This is an optimization exercise on Yosys and OpenROAD, whose aim is small area and few clock cycles, not a production implementation. In this exercise RTL edits were held to simulation tests only and were not proved equivalent to the original. No activity file was given, so power comes from the tool's default toggle rates.

==> flow/design.v <==
`default_nettype none
module mppt_telemetry_aggregator_top (
  input  wire        clk,
  input  wire        rst_n,
  input  wire        in_valid,
  output wire        in_ready,
  input  wire [1:0]  in_command,
  input  wire [10:0] in_frame_id,
  input  wire [1:0]  in_frame_status,
  input  wire [15:0] in_word_one,
  input  wire [15:0] in_word_two,
  input  wire [15:0] in_word_three,
  input  wire [15:0] in_word_four,
  output wire        out_valid,
  input  wire        out_ready,
  output wire [2:0]  out_kind,
  output wire [31:0] out_value_high,
  output wire [31:0] out_value_low,
  output wire        out_last,
  output wire [4:0]  out_status_one,
  output wire [4:0]  out_status_two,
  input  wire        cfg_valid,
  output wire        cfg_ready,
  input  wire [1:0]  cfg_index,
  input  wire [31:0] cfg_data
);
  localparam [31:0] IdentText = 32'h4143_7631;
  localparam [1:0] CMD_FRAME  = 2'd0;
  localparam [1:0] CMD_POLL   = 2'd1;
  localparam [1:0] CMD_REPORT = 2'd2;
  localparam [1:0] GRP_AVG   = 2'd0;
  localparam [1:0] GRP_TEMP  = 2'd1;
  localparam [1:0] GRP_PAIR  = 2'd2;
  localparam [1:0] GRP_IDENT = 2'd3;
  reg  [10:0] unit_one_id_r;
  reg  [10:0] unit_two_id_r;
  reg  [15:0] temp_limit_r;
  reg  [31:0] serial_no_r;
  assign cfg_ready = 1'b1;
  wire [31:0] cfg_z = cfg_data & {32{rst_n}};            
  wire [31:0] cfg_o = cfg_data | {32{~rst_n}};           
  wire        cfg_w = cfg_valid && rst_n;
  always @(posedge clk) begin
    if (!rst_n || (cfg_w && cfg_index == 2'd0)) unit_one_id_r <= cfg_z[10:0];
    if (!rst_n || (cfg_w && cfg_index == 2'd1)) unit_two_id_r <= {cfg_z[10:1], cfg_o[0]};
    if (!rst_n || (cfg_w && cfg_index == 2'd2))
      temp_limit_r <= {cfg_z[15:13], cfg_o[12:11], cfg_z[10], cfg_o[9:8], cfg_z[7],
                       cfg_o[6], cfg_z[5], cfg_o[4:3], cfg_z[2:0]};
    if (!rst_n || (cfg_w && cfg_index == 2'd3)) serial_no_r <= cfg_z;
  end
  reg  [15:0] avg_v0_r, avg_v1_r, avg_c0_r, avg_c1_r;
  reg  [15:0] bus0_r, bus1_r, temp0_r, temp1_r;
  reg         ot0_r, ot1_r;         
  reg         pd0_r, pd1_r;         
  reg         poll_sel_r;
  reg  [3:0]  phase_r;
  reg         s0_valid_r;           
  reg  [2:0]  s0_kind_r;
  reg  [3:0]  s0_st_r;              
  reg  [16:0] s0_lo_r;
  reg         s1_valid_r;           
  reg         s1_report_r;
  reg         s1_unit_r;            
  reg  [3:0]  s1_st_r;
  reg  [1:0]  grp_p1, grp_p2;       
  always @(*) begin
    case (phase_r)
      4'd0:             begin grp_p1 = GRP_IDENT; grp_p2 = GRP_PAIR;  end
      4'd1:             begin grp_p1 = GRP_AVG;   grp_p2 = GRP_IDENT; end
      4'd2, 4'd5, 4'd8: begin grp_p1 = GRP_TEMP;  grp_p2 = GRP_AVG;   end
      4'd3, 4'd6, 4'd9: begin grp_p1 = GRP_PAIR;  grp_p2 = GRP_TEMP;  end
      default:          begin grp_p1 = GRP_AVG;   grp_p2 = GRP_PAIR;  end
    endcase
  end
  wire [1:0]  s1_grp_r = grp_p1;
  wire [1:0]  s0_grp_r = (s1_valid_r && s1_report_r) ? grp_p2 : grp_p1;
  reg         s0_more;
  reg  [2:0]  s0_next_kind;
  always @(*) begin
    s0_more      = 1'b0;
    s0_next_kind = 3'd0;
    case (s0_kind_r)
      3'd1: begin
        s0_more = 1'b1;
        case (s0_grp_r)
          GRP_AVG:  s0_next_kind = 3'd2;
          GRP_TEMP: s0_next_kind = 3'd4;
          GRP_PAIR: s0_next_kind = 3'd6;
          default:  s0_next_kind = 3'd7;
        endcase
      end
      3'd2: begin s0_more = 1'b1; s0_next_kind = 3'd3; end
      3'd4: begin s0_more = 1'b1; s0_next_kind = 3'd5; end
      default: ;
    endcase
  end
  wire        take    = s0_valid_r && out_ready;
  wire        adv     = take && !s0_more;    
  wire        a_valid = adv ? s1_valid_r : s0_valid_r;
  wire        a_s1    = !adv && s1_valid_r;
  reg dep0, dep1;
  always @(*) begin
    dep0 = 1'b0;
    dep1 = 1'b0;
    if (adv) begin
      if (s1_valid_r && s1_report_r && s1_grp_r != GRP_IDENT) begin
        dep0 = 1'b1; dep1 = 1'b1;
      end
    end else if (take) begin
      if (s0_kind_r == 3'd1 && s0_grp_r != GRP_IDENT) dep0 = 1'b1;
      if (s0_kind_r == 3'd1 && s0_grp_r == GRP_AVG) dep1 = 1'b1;
      if (s0_kind_r == 3'd2) dep1 = 1'b1;
    end else if (s0_valid_r) begin
      if (s0_kind_r == 3'd1 && s0_grp_r != GRP_IDENT) begin
        dep0 = 1'b1; dep1 = 1'b1;
      end
      if (s0_kind_r == 3'd2 || s0_kind_r == 3'd6) dep0 = 1'b1;
      if (s0_kind_r == 3'd2 || s0_kind_r == 3'd3) dep1 = 1'b1;
    end
    if (a_s1 && s1_report_r) begin
      dep0 = 1'b1; dep1 = 1'b1;
    end
  end
  wire is_frame  = (in_command == CMD_FRAME) && (in_frame_status == 2'd0);
  wire hit_one   = (in_frame_id == unit_one_id_r);
  wire hit_two   = (in_frame_id == unit_two_id_r);
  wire upd0      = is_frame && hit_one;
  wire upd1      = is_frame && !hit_one && hit_two;
  wire is_poll   = (in_command == CMD_POLL);
  wire is_report = (in_command == CMD_REPORT);
  wire gives     = is_poll || is_report;
  assign in_ready = !((upd0 && dep0) || (upd1 && dep1) || (gives && a_s1));
  wire acc     = rst_n && in_valid && in_ready;
  wire acc_f0  = acc && upd0;
  wire acc_f1  = acc && upd1;
  wire acc_msg = acc && gives;
  wire [15:0] sm_v_avg = hit_one ? avg_v0_r : avg_v1_r;
  wire [15:0] sm_c_avg = hit_one ? avg_c0_r : avg_c1_r;
  wire [19:0] sm_v_t   = {sm_v_avg, 4'b0000} - {4'b0000, sm_v_avg} + {4'b0000, in_word_one};
  wire [19:0] sm_c_t   = {sm_c_avg, 4'b0000} - {4'b0000, sm_c_avg} + {4'b0000, in_word_two};
  wire        over     = (in_word_four > temp_limit_r);
  wire        poll_u   = poll_sel_r;
  wire [3:0]  msg_st   = {ot1_r, pd1_r | (is_poll & poll_u), ot0_r, pd0_r | (is_poll & ~poll_u)};
  wire        en0     = !rst_n || acc_f0;
  wire        en1     = !rst_n || acc_f1;
  wire [15:0] u_avg_v = sm_v_t[19:4] & {16{rst_n}};
  wire [15:0] u_avg_c = sm_c_t[19:4] & {16{rst_n}};
  wire [15:0] u_bus   = in_word_three & {16{rst_n}};
  wire [15:0] u_temp  = in_word_four & {16{rst_n}};
  always @(posedge clk) begin
    if (en0) begin
      avg_v0_r <= u_avg_v; avg_c0_r <= u_avg_c; bus0_r <= u_bus; temp0_r <= u_temp;
    end
    if (en1) begin
      avg_v1_r <= u_avg_v; avg_c1_r <= u_avg_c; bus1_r <= u_bus; temp1_r <= u_temp;
    end
  end
  always @(posedge clk) begin
    if (!rst_n) begin
      ot0_r <= 1'b0; ot1_r <= 1'b0; pd0_r <= 1'b0; pd1_r <= 1'b0;
      poll_sel_r <= 1'b0;
      phase_r    <= 4'd0;
    end else begin
      if (acc_f0) begin
        ot0_r <= ot0_r | over; pd0_r <= 1'b0;
      end
      if (acc_f1) begin
        ot1_r <= ot1_r | over; pd1_r <= 1'b0;
      end
      if (acc_msg && is_poll) begin
        poll_sel_r <= ~poll_sel_r;
        if (poll_u) pd1_r <= 1'b1;
        else        pd0_r <= 1'b1;
      end
      if (acc_msg && is_report) begin
        phase_r <= (phase_r == 4'd9) ? 4'd0 : phase_r + 4'd1;
      end
    end
  end
  wire        ld_new  = acc_msg && !a_valid;    
  wire        ld_s1   = adv && s1_valid_r;      
  wire        ld_next = take && s0_more;        
  reg  [2:0]  ld_kind;
  reg         ld_unit;
  always @(*) begin
    if (ld_next) begin
      ld_kind = s0_next_kind;
      ld_unit = 1'b0;
    end else if (ld_s1) begin
      ld_kind = s1_report_r ? 3'd1 : 3'd0;
      ld_unit = s1_unit_r;
    end else begin
      ld_kind = is_report ? 3'd1 : 3'd0;
      ld_unit = poll_u;
    end
  end
  wire [16:0] bus_sum  = {1'b0, bus0_r} + {1'b0, bus1_r};
  wire [15:0] temp_max = (temp1_r >= temp0_r) ? temp1_r : temp0_r;
  reg  [16:0] ld_lo;
  always @(*) begin
    ld_lo = 17'd0;
    case (ld_kind)
      3'd0: ld_lo = {6'd0, ld_unit ? unit_two_id_r : unit_one_id_r};
      3'd1: ld_lo = bus_sum;
      3'd2: ld_lo = {1'b0, avg_c0_r};
      3'd3: ld_lo = {1'b0, avg_c1_r};
      3'd4: ld_lo = {1'b0, temp_max};
      3'd6: ld_lo = {1'b0, temp1_r};
      default: ;
    endcase
  end
  always @(posedge clk) begin
    if (!rst_n) begin
      s0_valid_r <= 1'b0;
      s1_valid_r <= 1'b0;
    end else begin
      s0_valid_r <= a_valid || acc_msg;
      s1_valid_r <= a_s1 || (acc_msg && a_valid);
    end
  end
  always @(posedge clk) begin
    if (ld_new || ld_s1 || ld_next) begin
      s0_kind_r <= ld_kind;
      s0_lo_r   <= ld_lo;
    end
    if (ld_new) begin
      s0_st_r  <= msg_st;
    end else if (ld_s1) begin
      s0_st_r  <= s1_st_r;
    end
    if (acc_msg && a_valid) begin
      s1_report_r <= is_report;
      s1_unit_r   <= poll_u;
      s1_st_r     <= msg_st;
    end
  end
  wire ident = (s0_kind_r == 3'd5) || (s0_kind_r == 3'd7);
  assign out_valid      = s0_valid_r;
  assign out_kind       = s0_kind_r;
  reg  [15:0] hi_live;
  always @(*) begin
    case (s0_kind_r)
      3'd2:    hi_live = avg_v0_r;
      3'd3:    hi_live = avg_v1_r;
      3'd6:    hi_live = temp0_r;
      default: hi_live = 16'd0;
    endcase
  end
  assign out_value_high = ident ? IdentText : {16'd0, hi_live};
  assign out_value_low  = ident ? serial_no_r : {15'd0, s0_lo_r};
  assign out_last       = !s0_more;
  assign out_status_one = {s0_st_r[1], 2'b00, s0_st_r[0], 1'b0};
  assign out_status_two = {s0_st_r[3], 2'b00, s0_st_r[2], 1'b0};
endmodule
`default_nettype wire
==> flow/config.mk <==
export PLATFORM = sky130hd
export DESIGN_NAME = mppt_telemetry_aggregator_top
export DESIGN_NICKNAME = mppt_telemetry_aggregator_top
export VERILOG_FILES = /design/flow/design.v
export SDC_FILE = /design/flow/constraint.sdc
export NUM_CORES = 4
export LEC_CHECK = 0
export CAP_MARGIN = 20
export CORE_MARGIN = 2
export CORE_UTILIZATION = 40
export CTS_CLUSTER_DIAMETER = 100
export CTS_CLUSTER_SIZE = 24
export SLEW_MARGIN = 20
==> flow/constraint.sdc <==
create_clock -name core_clock -period 5.0 [get_ports {clk}]
set_input_delay 1.0000 -clock core_clock [delete_from_list [all_inputs] [get_ports {clk}]]
set_output_delay 1.0000 -clock core_clock [all_outputs]
set_load 0.01 [all_outputs]
standard.sh (not shown) runs the stock make flow with config.mk's settings and CLKGATE_MAP_FILE= SYNTH_SCRIPT=/design/flow/synth_recipe.tcl, a recipe that flattens the netlist after the stock synthesis.
==> flow/flow/run.sh <==
#!/bin/bash
set -euo pipefail
export BUFFER_PORTS_ARGS="-buffer_cell sky130_fd_sc_hd__buf_1"
bash standard.sh finish > standard_flow.log 2>&1
Testbench counts at the start, summed over its fixed seeds: cycles 17,641.
Rerun with:
--- a/flow/design.v
+++ b/flow/design.v
@@ -56,8 +56,9 @@
   reg  [3:0]  phase_r;
   reg         s0_valid_r;           
   reg  [2:0]  s0_kind_r;
   reg  [3:0]  s0_st_r;              
+  reg  [15:0] s0_hi_r;
   reg  [16:0] s0_lo_r;
   reg         s1_valid_r;           
   reg         s1_report_r;
   reg         s1_unit_r;            
@@ -106,17 +107,14 @@
       if (s1_valid_r && s1_report_r && s1_grp_r != GRP_IDENT) begin
         dep0 = 1'b1; dep1 = 1'b1;
       end
     end else if (take) begin
-      if (s0_kind_r == 3'd1 && s0_grp_r != GRP_IDENT) dep0 = 1'b1;
       if (s0_kind_r == 3'd1 && s0_grp_r == GRP_AVG) dep1 = 1'b1;
-      if (s0_kind_r == 3'd2) dep1 = 1'b1;
     end else if (s0_valid_r) begin
       if (s0_kind_r == 3'd1 && s0_grp_r != GRP_IDENT) begin
         dep0 = 1'b1; dep1 = 1'b1;
       end
-      if (s0_kind_r == 3'd2 || s0_kind_r == 3'd6) dep0 = 1'b1;
-      if (s0_kind_r == 3'd2 || s0_kind_r == 3'd3) dep1 = 1'b1;
+      if (s0_kind_r == 3'd2) dep1 = 1'b1;
     end
     if (a_s1 && s1_report_r) begin
       dep0 = 1'b1; dep1 = 1'b1;
     end
@@ -195,18 +193,20 @@
     end
   end
   wire [16:0] bus_sum  = {1'b0, bus0_r} + {1'b0, bus1_r};
   wire [15:0] temp_max = (temp1_r >= temp0_r) ? temp1_r : temp0_r;
+  reg  [15:0] ld_hi;
   reg  [16:0] ld_lo;
   always @(*) begin
+    ld_hi = 16'd0;
     ld_lo = 17'd0;
     case (ld_kind)
       3'd0: ld_lo = {6'd0, ld_unit ? unit_two_id_r : unit_one_id_r};
       3'd1: ld_lo = bus_sum;
-      3'd2: ld_lo = {1'b0, avg_c0_r};
-      3'd3: ld_lo = {1'b0, avg_c1_r};
+      3'd2: begin ld_hi = avg_v0_r; ld_lo = {1'b0, avg_c0_r}; end
+      3'd3: begin ld_hi = avg_v1_r; ld_lo = {1'b0, avg_c1_r}; end
       3'd4: ld_lo = {1'b0, temp_max};
-      3'd6: ld_lo = {1'b0, temp1_r};
+      3'd6: begin ld_hi = temp0_r; ld_lo = {1'b0, temp1_r}; end
       default: ;
     endcase
   end
   always @(posedge clk) begin
@@ -220,8 +220,9 @@
   end
   always @(posedge clk) begin
     if (ld_new || ld_s1 || ld_next) begin
       s0_kind_r <= ld_kind;
+      s0_hi_r   <= ld_hi;
       s0_lo_r   <= ld_lo;
     end
     if (ld_new) begin
       s0_st_r  <= msg_st;
@@ -236,18 +237,9 @@
   end
   wire ident = (s0_kind_r == 3'd5) || (s0_kind_r == 3'd7);
   assign out_valid      = s0_valid_r;
   assign out_kind       = s0_kind_r;
-  reg  [15:0] hi_live;
-  always @(*) begin
-    case (s0_kind_r)
-      3'd2:    hi_live = avg_v0_r;
-      3'd3:    hi_live = avg_v1_r;
-      3'd6:    hi_live = temp0_r;
-      default: hi_live = 16'd0;
-    endcase
-  end
-  assign out_value_high = ident ? IdentText : {16'd0, hi_live};
+  assign out_value_high = ident ? IdentText : {16'd0, s0_hi_r};
   assign out_value_low  = ident ? serial_no_r : {15'd0, s0_lo_r};
   assign out_last       = !s0_more;
   assign out_status_one = {s0_st_r[1], 2'b00, s0_st_r[0], 1'b0};
   assign out_status_two = {s0_st_r[3], 2'b00, s0_st_r[2], 1'b0};
After rerunning: The new run passed the timing, design-rule and antenna checks. Area after synthesis grows by 3.8%. Sequential share of layout area increases by 1.7 points. Die area goes up by 3.7%. Worst setup slack gains 80 ps. Worst hold slack is about the same. Count of clock-buffer cells in the layout goes up by 5. Total power drops by 1.3%. Routed wire length climbs by 3.0%. Synthesized cell count came out higher by 2.1%. Fmax is higher by 1.7%.
Testbench counts after the change, summed over its fixed seeds: cycles 17,161.

-- static timing again, ports no longer ideal --
In the flow no input, the clock included, has a driving cell. The finished layouts below were timed again as built, in two steps. Step 1, drivers: a clkbuf_16 drives clk and a buf_2 each remaining input, both assumed. Step 2, shift: input delay + t, output delay - t, t = (earliest + latest rising clock arrival at the registers) / 2. This alone moves slack from input paths to output paths. a / b / c = no drivers / after step 1 / after step 2; a / b = the first two.
| run | t (ns) | setup slack, ns | worst setup path at the end | worst register clock-pin slew, ns | cell pins on the clock port's net |
|---|---|---|---|---|---|
| the first run | 0.538 | 0.333 / 0.361 / -0.177 | input to register | 0.10 / 0.10 | 1 |
| the second run | 0.537 | 0.413 / 0.440 / -0.097 | input to register | 0.11 / 0.11 | 1 |
With both steps, setup timing fails in the first run and the second run, where it was met with ideal ports.
